Context: an optimization exercise on an open-source flow, tuned for small area. The choices shown serve that exercise and are no tape-out recipe.
In this exercise RTL edits were held to simulation tests only and were not proved equivalent to the original.
The clock input has no modelled driver; a real chip could not lean on it and would need a root buffer or a full tree.
Power figures rest on the tool's default switching activity, not on a simulated workload.

==> flow/design.v <==
package bnn_spi_pkg;
  localparam logic [2:0] S_IDLE           = 3'd0;
  localparam logic [2:0] S_RX_CMD         = 3'd1;
  localparam logic [2:0] S_CMD_LATCH      = 3'd2;
  localparam logic [2:0] S_IMG_RX         = 3'd3;
  localparam logic [2:0] S_CMD_DISPATCH   = 3'd4;
  localparam logic [2:0] S_STATUS_READY   = 3'd5;
  localparam logic [2:0] S_WAIT_INFERENCE = 3'd6;
  localparam logic [2:0] S_CLEAR          = 3'd7;
endpackage
`timescale 1ns/1ps
module bnn_spi_top (
  input  logic       clk,
  input  logic       rst_n,
  input  logic       spi_sclk,
  input  logic       spi_mosi,
  input  logic       spi_cs_n,
  output logic [3:0] result_out,
  output logic       result_ready,
  output logic       status_ready,
  output logic       send_image,
  output logic [2:0] fsm_state
);
  function automatic logic [8:0] radd8(input logic [7:0] x, input logic [7:0] y);
    logic c;
    c = 1'b0;
    for (int i = 0; i < 8; i++) begin
      radd8[i] = x[i] ^ y[i] ^ c;
      c = (x[i] & y[i]) | (c & (x[i] ^ y[i]));
    end
    radd8[8] = c;
  endfunction
  logic       sclk_s1, sclk_s2, mosi_s1, mosi_s2, cs_s1, cs_s2;
  logic       sclk_prev;
  logic [2:0] bit_cnt;
  logic [7:0] shift_reg;
  logic       byte_rise;         
  always_ff @(posedge clk or negedge rst_n) begin
    if (!rst_n) begin
      sclk_s1 <= 1'b0;
      cs_s1   <= 1'b1;
      cs_s2   <= 1'b1;
    end else begin
      sclk_s1 <= spi_sclk;
      cs_s1   <= spi_cs_n;
      cs_s2   <= cs_s1;
    end
  end
  wire sclk_rise = sclk_s2 & ~sclk_prev;
  wire bit_in    = ~cs_s2 & sclk_rise;
  always_ff @(posedge clk) begin
    sclk_s2   <= sclk_s1;
    mosi_s1   <= spi_mosi;
    mosi_s2   <= mosi_s1;
    sclk_prev <= sclk_s2;
    byte_rise <= bit_in & (bit_cnt == 3'd7);
    if (cs_s2)       bit_cnt <= 3'd0;
    else if (bit_in) bit_cnt <= bit_cnt + 3'd1;
    if (bit_in) shift_reg <= {shift_reg[6:0], mosi_s2};
  end
  logic [2:0] state, next_state;
  logic       cs_prev;
  logic [9:0] cnt;               
  wire        cmd_status, cmd_image;
  logic [6:0] ptr;               
  wire cs_falling = ~cs_s2 & cs_prev;
  wire cs_rising  = cs_s2 & ~cs_prev;
  wire rx_active  = (state == bnn_spi_pkg::S_RX_CMD) || (state == bnn_spi_pkg::S_IMG_RX);
  wire in_wait    = (state == bnn_spi_pkg::S_WAIT_INFERENCE);
  wire in_clear   = (state == bnn_spi_pkg::S_CLEAR);
  wire timeout    = &cnt;
  wire buf_full   = (ptr == 7'd112);
  wire buf_empty  = (ptr == 7'd127);
  wire write      = (state == bnn_spi_pkg::S_IMG_RX) & byte_rise & ~buf_full;
  wire res_now    = in_wait & (cnt == 10'd116);
  wire       in_idle  = (state == bnn_spi_pkg::S_IDLE);
  wire [6:0] ptr_next = (in_clear | in_idle) ? 7'd127 : ptr + {6'd0, write};
  always_ff @(posedge clk or negedge rst_n) begin
    if (!rst_n) state <= bnn_spi_pkg::S_IDLE;
    else        state <= next_state;
  end
  always_ff @(posedge clk) begin
    ptr <= ptr_next;
  end
  always_ff @(posedge clk) begin
    cs_prev <= cs_s2;
    if (in_wait || (rx_active && !byte_rise)) cnt <= cnt + 10'd1;
    else if (state == bnn_spi_pkg::S_CMD_LATCH)
      cnt <= {8'd0, shift_reg == 8'hBF, shift_reg == 8'hFE};
    else cnt <= '0;
  end
  assign cmd_status = cnt[0];
  assign cmd_image  = cnt[1];
  always_comb begin
    next_state = state;
    case (state)
      bnn_spi_pkg::S_IDLE:           if (cs_falling) next_state = bnn_spi_pkg::S_RX_CMD;
      bnn_spi_pkg::S_RX_CMD: begin
        if (timeout) next_state = bnn_spi_pkg::S_IDLE;
        else if (byte_rise) next_state = bnn_spi_pkg::S_CMD_LATCH;
      end
      bnn_spi_pkg::S_CMD_LATCH:      next_state = bnn_spi_pkg::S_CMD_DISPATCH;
      bnn_spi_pkg::S_CMD_DISPATCH: begin
        if (cmd_image) next_state = bnn_spi_pkg::S_IMG_RX;
        else if (cmd_status) next_state = bnn_spi_pkg::S_STATUS_READY;
        else next_state = bnn_spi_pkg::S_IDLE;
      end
      bnn_spi_pkg::S_STATUS_READY:   next_state = bnn_spi_pkg::S_IDLE;
      bnn_spi_pkg::S_IMG_RX: begin
        if (buf_full) next_state = bnn_spi_pkg::S_WAIT_INFERENCE;
        else if (cs_rising || timeout) next_state = bnn_spi_pkg::S_CLEAR;
      end
      bnn_spi_pkg::S_WAIT_INFERENCE: if (result_ready) next_state = bnn_spi_pkg::S_CLEAR;
      default:                       if (buf_empty) next_state = bnn_spi_pkg::S_IDLE;
    endcase
  end
  always_ff @(posedge clk or negedge rst_n) begin
    if (!rst_n) begin
      status_ready <= 1'b0;
    end else begin
      if (state == bnn_spi_pkg::S_CMD_DISPATCH && !cmd_image && cmd_status) status_ready <= 1'b1;
      else if (cs_falling) status_ready <= 1'b0;
    end
  end
  assign send_image = state[1] & (state[0] | state[2]);
  assign fsm_state = state;
  logic [7:0] hold;              
  logic [3:0] cls;               
  logic [7:0] wgt;               
  logic [8:0] ring [10];
  logic       amax;              
  logic [3:0] best_class;
  wire        best_par;
  wire  [8:0] init_v;
  wire        par_v;
  localparam logic [59:0] CLS_TAB = {6'h07, 6'h03, 6'h01, 6'h04, 6'h03, 6'h06, 6'h01, 6'h05, 6'h0a, 6'h20};
  wire [5:0] cls_row = CLS_TAB[6*cls +: 6];
  wire [5:0] best_row = CLS_TAB[6*best_class +: 6];
  assign best_par = best_row[0];
  assign init_v = {4'd0, cls_row[5:1]};
  assign par_v  = cls_row[0];
  always_ff @(posedge clk) begin
    if (write) hold <= shift_reg;
  end
  always_ff @(posedge clk or negedge rst_n) begin
    if (!rst_n) cls <= 4'd0;
    else        cls <= (cls == 4'd9) ? 4'd0 : cls + 4'd1;
  end
  logic      lag;
  wire [6:0] a14     = ptr + 7'd14;
  wire       wrap    = (cls == 4'd9);
  wire [7:0] add_x   = wrap ? {&ptr_next, ptr_next} : wgt;
  wire [7:0] add_y   = wrap  ? {ptr_next, 1'b0} :
                       write ? {3'd0, cls + 4'd1, 1'b1} :
                       lag   ? {a14[5:0], 2'b10} :
                               {a14, 1'b1};
  wire [8:0] wgt_nx  = radd8(add_x, add_y);
  always_ff @(posedge clk) begin
    lag <= write & ~wrap;
  end
  always_ff @(posedge clk) begin
    wgt <= wgt_nx[7:0];
  end
  wire       cnt_lo   = ~|cnt[9:5];
  wire       cnt_win  = cnt_lo & ~cnt[4] & (|cnt[3:0]) & ~(cnt[3] & (cnt[2] | (cnt[1] & cnt[0])));
  wire       cnt_1x   = cnt_lo & cnt[4] & (cnt[3] | (cnt[2] & cnt[1]));
  wire       scoring  = ~buf_empty & cnt_win;
  wire [7:0] mask     = {{4{~buf_full & scoring}}, {4{scoring}}};
  wire [7:0] m        = hold & wgt & mask;
  wire       s0 = m[0] ^ m[1] ^ m[2], c0 = (m[0] & m[1]) | (m[2] & (m[0] ^ m[1]));
  wire       s1 = m[3] ^ m[4] ^ m[5], c1 = (m[3] & m[4]) | (m[5] & (m[3] ^ m[4]));
  wire       s2 = m[6] ^ m[7],        c2 = m[6] & m[7];
  wire       p0 = s0 ^ s1 ^ s2,       k1 = (s0 & s1) | (s2 & (s0 ^ s1));
  wire       t1 = c0 ^ c1 ^ c2,       k2 = (c0 & c1) | (c2 & (c0 ^ c1));
  wire       p1 = t1 ^ k1,            k3 = t1 & k1;
  wire       p2 = k2 ^ k3,            p3 = k2 & k3;
  wire [8:0] sum = radd8(ring[0][7:0], {4'd0, p3, p2, p1, p0});
  wire [8:0] acc = {ring[0][8] ^ sum[8], sum[7:0]};
  logic gt;
  always_comb begin
    gt = par_v & ~best_par;
    for (int i = 0; i < 9; i++)
      gt = (ring[0][i] & ~ring[9][i]) | (~(ring[0][i] ^ ring[9][i]) & gt);
  end
  wire       amax_start = in_wait & (cls == 4'd0) & cnt_1x;
  wire [8:0] tail = buf_empty       ? init_v :
                    (amax & ~gt)    ? ring[9] :
                    acc;
  always_ff @(posedge clk) begin
    for (int i = 0; i < 9; i++) ring[i] <= ring[i+1];
    ring[9] <= tail;
  end
  always_ff @(posedge clk) begin
    amax <= amax_start | (in_wait & amax & (cls != 4'd9));
    if (amax_start) best_class <= 4'd0;
    else if (amax & gt) best_class <= cls;
  end
  always_ff @(posedge clk or negedge rst_n) begin
    if (!rst_n) result_out <= '0;
    else if (res_now) result_out <= best_class;
  end
  assign result_ready = in_wait & (cnt == 10'd117);
endmodule
==> flow/config.mk <==
export PLATFORM = sky130hd
export DESIGN_NAME = bnn_spi_top
export DESIGN_NICKNAME = bnn_spi_top
export VERILOG_FILES = /design/flow/design.v
export SDC_FILE = /design/flow/constraint.sdc
export NUM_CORES = 4
export LEC_CHECK = 0
export CAP_MARGIN = 20
export CORE_MARGIN = 2
export CORE_UTILIZATION = 40
export SLEW_MARGIN = 20
==> flow/constraint.sdc <==
create_clock -name core_clock -period 20.0 [get_ports {clk}]
set_input_delay 4.0000 -clock core_clock [delete_from_list [all_inputs] [get_ports {clk}]]
set_output_delay 4.0000 -clock core_clock [all_outputs]
set_load 0.01 [all_outputs]
standard.sh (not shown) runs the stock make flow with config.mk's settings and CLKGATE_MAP_FILE= SYNTH_SCRIPT=/design/flow/synth_recipe.tcl, a recipe that flattens the netlist after the stock synthesis.
==> flow/flow/run.sh <==
#!/bin/bash
# Standard layout, except:
#  - after the floorplan, the combinational logic is re-mapped for area by
#    OpenROAD's restructure (flow/restructure.tcl);
#  - the clock tree is a root buffer and a few clustered leaf buffers built
#    by flow/cts_manual.tcl in place of TritonCTS's H-tree;
#  - ports are buffered with buf_1.
# Each tool's output goes to the ORFS logs under orfs/logs, and make's own
# output to standard.log.
set -euo pipefail
here=$(pwd)
export POST_FLOORPLAN_TCL=$here/flow/restructure.tcl
export PRE_CTS_TCL=$here/flow/cts_manual.tcl
export CTS_NLEAF=6
export CTS_LEAF_CELL=sky130_fd_sc_hd__inv_16
export CTS_ROOT_CELL=sky130_fd_sc_hd__inv_8
export BUFFER_PORTS_ARGS="-buffer_cell sky130_fd_sc_hd__buf_1"
bash standard.sh > standard.log 2>&1
==> flow/flow/cts_manual.tcl <==
# Clock tree built here in place of TritonCTS's H-tree: the clock port
# drives one root buffer (or inverter), which drives NLEAF leaf buffers (or
# inverters), each driving one
# cluster of register clock pins (k-means on pin location with a cap on the
# cluster size). ORFS's cts.tcl sources this hook and then calls
# clock_tree_synthesis, redefined below to only propagate the clock; the
# rest of cts.tcl (placement legalisation, timing repair) runs as usual.
set nleaf [expr {[info exists ::env(CTS_NLEAF)] ? $::env(CTS_NLEAF) : 6}]
set leaf_cell [expr {[info exists ::env(CTS_LEAF_CELL)] ? $::env(CTS_LEAF_CELL) : "sky130_fd_sc_hd__clkbuf_16"}]
set root_cell [expr {[info exists ::env(CTS_ROOT_CELL)] ? $::env(CTS_ROOT_CELL) : "sky130_fd_sc_hd__clkbuf_16"}]
set block [ord::get_db_block]
set clk_net [$block findNet clk]
set sinks {}
foreach it [$clk_net getITerms] {
  set bb [[$it getInst] getBBox]
  lappend sinks [list $it [expr {([$bb xMin] + [$bb xMax]) / 2.0}] [expr {([$bb yMin] + [$bb yMax]) / 2.0}]]
}
set n [llength $sinks]
set cap [expr {int(ceil(double($n) / $nleaf))}]
puts "manual cts: $n sinks, $nleaf leaf buffers of at most $cap sinks"
set sorted [lsort -real -index 1 $sinks]
set cx {}; set cy {}
for {set k 0} {$k < $nleaf} {incr k} {
  set s [lindex $sorted [expr {int(($k + 0.5) * $n / $nleaf)}]]
  lappend cx [lindex $s 1]; lappend cy [lindex $s 2]
}
for {set iter 0} {$iter < 40} {incr iter} {
  # order sinks by how much they lose if not given their nearest centre
  set order {}
  set idx 0
  foreach s $sinks {
    set ds {}
    for {set k 0} {$k < $nleaf} {incr k} {
      lappend ds [list $k [expr {abs([lindex $s 1] - [lindex $cx $k]) + abs([lindex $s 2] - [lindex $cy $k])}]]
    }
    set ds [lsort -real -index 1 $ds]
    set regret [expr {[lindex $ds 1 1] - [lindex $ds 0 1]}]
    lappend order [list $idx $regret $ds]
    incr idx
  }
  set order [lsort -real -decreasing -index 1 $order]
  for {set k 0} {$k < $nleaf} {incr k} { set cnt($k) 0; set sx($k) 0.0; set sy($k) 0.0 }
  foreach o $order {
    set i [lindex $o 0]
    foreach kd [lindex $o 2] {
      set k [lindex $kd 0]
      if {$cnt($k) < $cap} { break }
    }
    set asg($i) $k
    incr cnt($k)
    set s [lindex $sinks $i]
    set sx($k) [expr {$sx($k) + [lindex $s 1]}]
    set sy($k) [expr {$sy($k) + [lindex $s 2]}]
  }
  set cx {}; set cy {}
  for {set k 0} {$k < $nleaf} {incr k} {
    lappend cx [expr {$sx($k) / max($cnt($k), 1)}]
    lappend cy [expr {$sy($k) / max($cnt($k), 1)}]
  }
}
set db [ord::get_db]
# Buffers drive X, inverters Y; with inverters both levels invert, so the
# registers still see the clock's own polarity.
proc out_iterm {inst} {
  set it [$inst findITerm X]
  if {$it eq "NULL" || $it eq ""} { set it [$inst findITerm Y] }
  return $it
}
if {$root_cell eq "none"} {
  set root_net $clk_net
} else {
  set root [odb::dbInst_create $block [$db findMaster $root_cell] "clkbuf_manual_root"]
  set rx 0.0; set ry 0.0
  for {set k 0} {$k < $nleaf} {incr k} { set rx [expr {$rx + [lindex $cx $k]}]; set ry [expr {$ry + [lindex $cy $k]}] }
  $root setLocation [expr {int($rx / $nleaf)}] [expr {int($ry / $nleaf)}]
  $root setPlacementStatus PLACED
  set root_net [odb::dbNet_create $block "clknet_manual_root"]
  $root_net setSigType CLOCK
  [$root findITerm A] connect $clk_net
  [out_iterm $root] connect $root_net
}
for {set k 0} {$k < $nleaf} {incr k} {
  set inst [odb::dbInst_create $block [$db findMaster $leaf_cell] "clkbuf_manual_$k"]
  $inst setLocation [expr {int([lindex $cx $k])}] [expr {int([lindex $cy $k])}]
  $inst setPlacementStatus PLACED
  set net [odb::dbNet_create $block "clknet_manual_$k"]
  $net setSigType CLOCK
  [$inst findITerm A] connect $root_net
  [out_iterm $inst] connect $net
  set leafnet($k) $net
  puts "manual cts: leaf $k at [lindex $cx $k] [lindex $cy $k], $cnt($k) sinks"
}
set i 0
foreach s $sinks {
  set it [lindex $s 0]
  $it disconnect
  $it connect $leafnet($asg($i))
  incr i
}
$clk_net setSigType CLOCK
# cts.tcl would next clone clock inverters next to each register load, which
# would undo an inverter tree; the tree above needs no such repair.
proc repair_clock_inverters {args} {
  puts "manual cts: repair_clock_inverters $args skipped"
}
proc clock_tree_synthesis {args} {
  puts "manual cts: clock_tree_synthesis $args replaced by the tree above"
  set_propagated_clock [all_clocks]
}
Other scripts of this flow, unchanged in this note and not shown: flow/flow/lib_filter.py, flow/flow/restructure.tcl
Next try:
--- a/flow/flow/run.sh
+++ b/flow/flow/run.sh
@@ -12,5 +12,5 @@
 export POST_FLOORPLAN_TCL=$here/flow/restructure.tcl
 export PRE_CTS_TCL=$here/flow/cts_manual.tcl
-export CTS_NLEAF=6
+export CTS_NLEAF=5
 export CTS_LEAF_CELL=sky130_fd_sc_hd__inv_16
 export CTS_ROOT_CELL=sky130_fd_sc_hd__inv_8
What happened:
- final area fell slightly
- via count stays flat
- setup slack gains 0.023 ns
- routed wire length is higher slightly
- clock skew stays flat
- global-route usage is about the same
- power decreases slightly
- combinational power climbs slightly
- utilization went down by 0.14 points
- maximum frequency went up slightly
Next try:
==> flow/flow/run.sh (replaced) <==
#!/bin/bash
# Standard layout (the standard.sh, so ORFS's synthesis, floorplan, power
# grid, placement, routing and finishing are unchanged), except:
#  - after the floorplan, the combinational logic is re-mapped for area by
#    OpenROAD's restructure (flow/restructure.tcl);
#  - the clock tree is built by flow/cts_manual.tcl in place of TritonCTS's
#    H-tree: the clock port drives one root inverter, which drives CTS_NLEAF
#    leaf inverters, each driving one cluster of register clock pins, so
#    every register sees the clock through the same two inversions;
#  - ports are buffered with buf_1.
# Each tool's output goes to its own log under orfs/logs, and make's output
# to standard.log.
set -euo pipefail
here=$(pwd)
export POST_FLOORPLAN_TCL=$here/flow/restructure.tcl
export PRE_CTS_TCL=$here/flow/cts_manual.tcl
export CTS_NLEAF=7
export CTS_LEAF_CELL=sky130_fd_sc_hd__inv_8
export CTS_ROOT_CELL=sky130_fd_sc_hd__inv_8
export BUFFER_PORTS_ARGS="-buffer_cell sky130_fd_sc_hd__buf_1"
bash standard.sh > standard.log 2>&1
--- a/flow/flow/cts_manual.tcl
+++ b/flow/flow/cts_manual.tcl
@@ -1,9 +1,11 @@
 # Clock tree built here in place of TritonCTS's H-tree: the clock port
-# drives one root buffer (or inverter), which drives NLEAF leaf buffers (or
-# inverters), each driving one
-# cluster of register clock pins (k-means on pin location with a cap on the
-# cluster size). ORFS's cts.tcl sources this hook and then calls
-# clock_tree_synthesis, redefined below to only propagate the clock; the
-# rest of cts.tcl (placement legalisation, timing repair) runs as usual.
+# drives one root buffer or inverter, which drives NLEAF leaf buffers or
+# inverters (of one kind, so each register sees the clock through the same
+# cells), each driving one cluster of register clock pins (k-means on pin
+# location with a cap on the cluster size). ORFS's cts.tcl sources this hook
+# and then calls repair_clock_inverters and clock_tree_synthesis, redefined
+# below: the first would split the leaf inverters per register, the second
+# only propagates the clock now. The rest of cts.tcl (placement
+# legalisation, timing repair) runs as usual.
 set nleaf [expr {[info exists ::env(CTS_NLEAF)] ? $::env(CTS_NLEAF) : 6}]
 set leaf_cell [expr {[info exists ::env(CTS_LEAF_CELL)] ? $::env(CTS_LEAF_CELL) : "sky130_fd_sc_hd__clkbuf_16"}]
- CORE_UTILIZATION: 40 -> 60
Power fell by 2.9%.
Sequential share of layout area rose by 0.91 points.
Maximum frequency rose by about 1.4%.
Area after synthesis is unchanged.
In every run of this note, the design's own scripts or RTL, not TritonCTS, make the clock network.

==> static timing again, ports no longer ideal <==
No port has a modelled driver above. Below, the same layouts with a new extraction and two added sets of constraints.
Step 1, drivers: a clkbuf_16 drives clk and a buf_2 each remaining input, both assumed.
Step 2 adds t to the input delays and takes it off the output delays; t is the mean of the earliest and latest rising clock arrival at the registers after step 1. Input paths then give back, and output paths get back, about the clock's delay inside the block.
Slacks: ideal ports / drivers / drivers and shift; pairs: ideal ports / drivers.
run | shift t [ns] | setup slack, ns | slew at the worst register clock pin (ns) | pins driven straight from the clock port
the first run | 0.290 | 13.697 / 13.646 / 13.936 | 0.09 / 0.09 | 1
the second run | 0.277 | 13.720 / 13.670 / 13.946 | 0.10 / 0.10 | 1
the third run | 0.252 | 13.808 / 13.760 / 14.012 | 0.12 / 0.12 | 1
After both steps setup and hold are still met in every run listed.
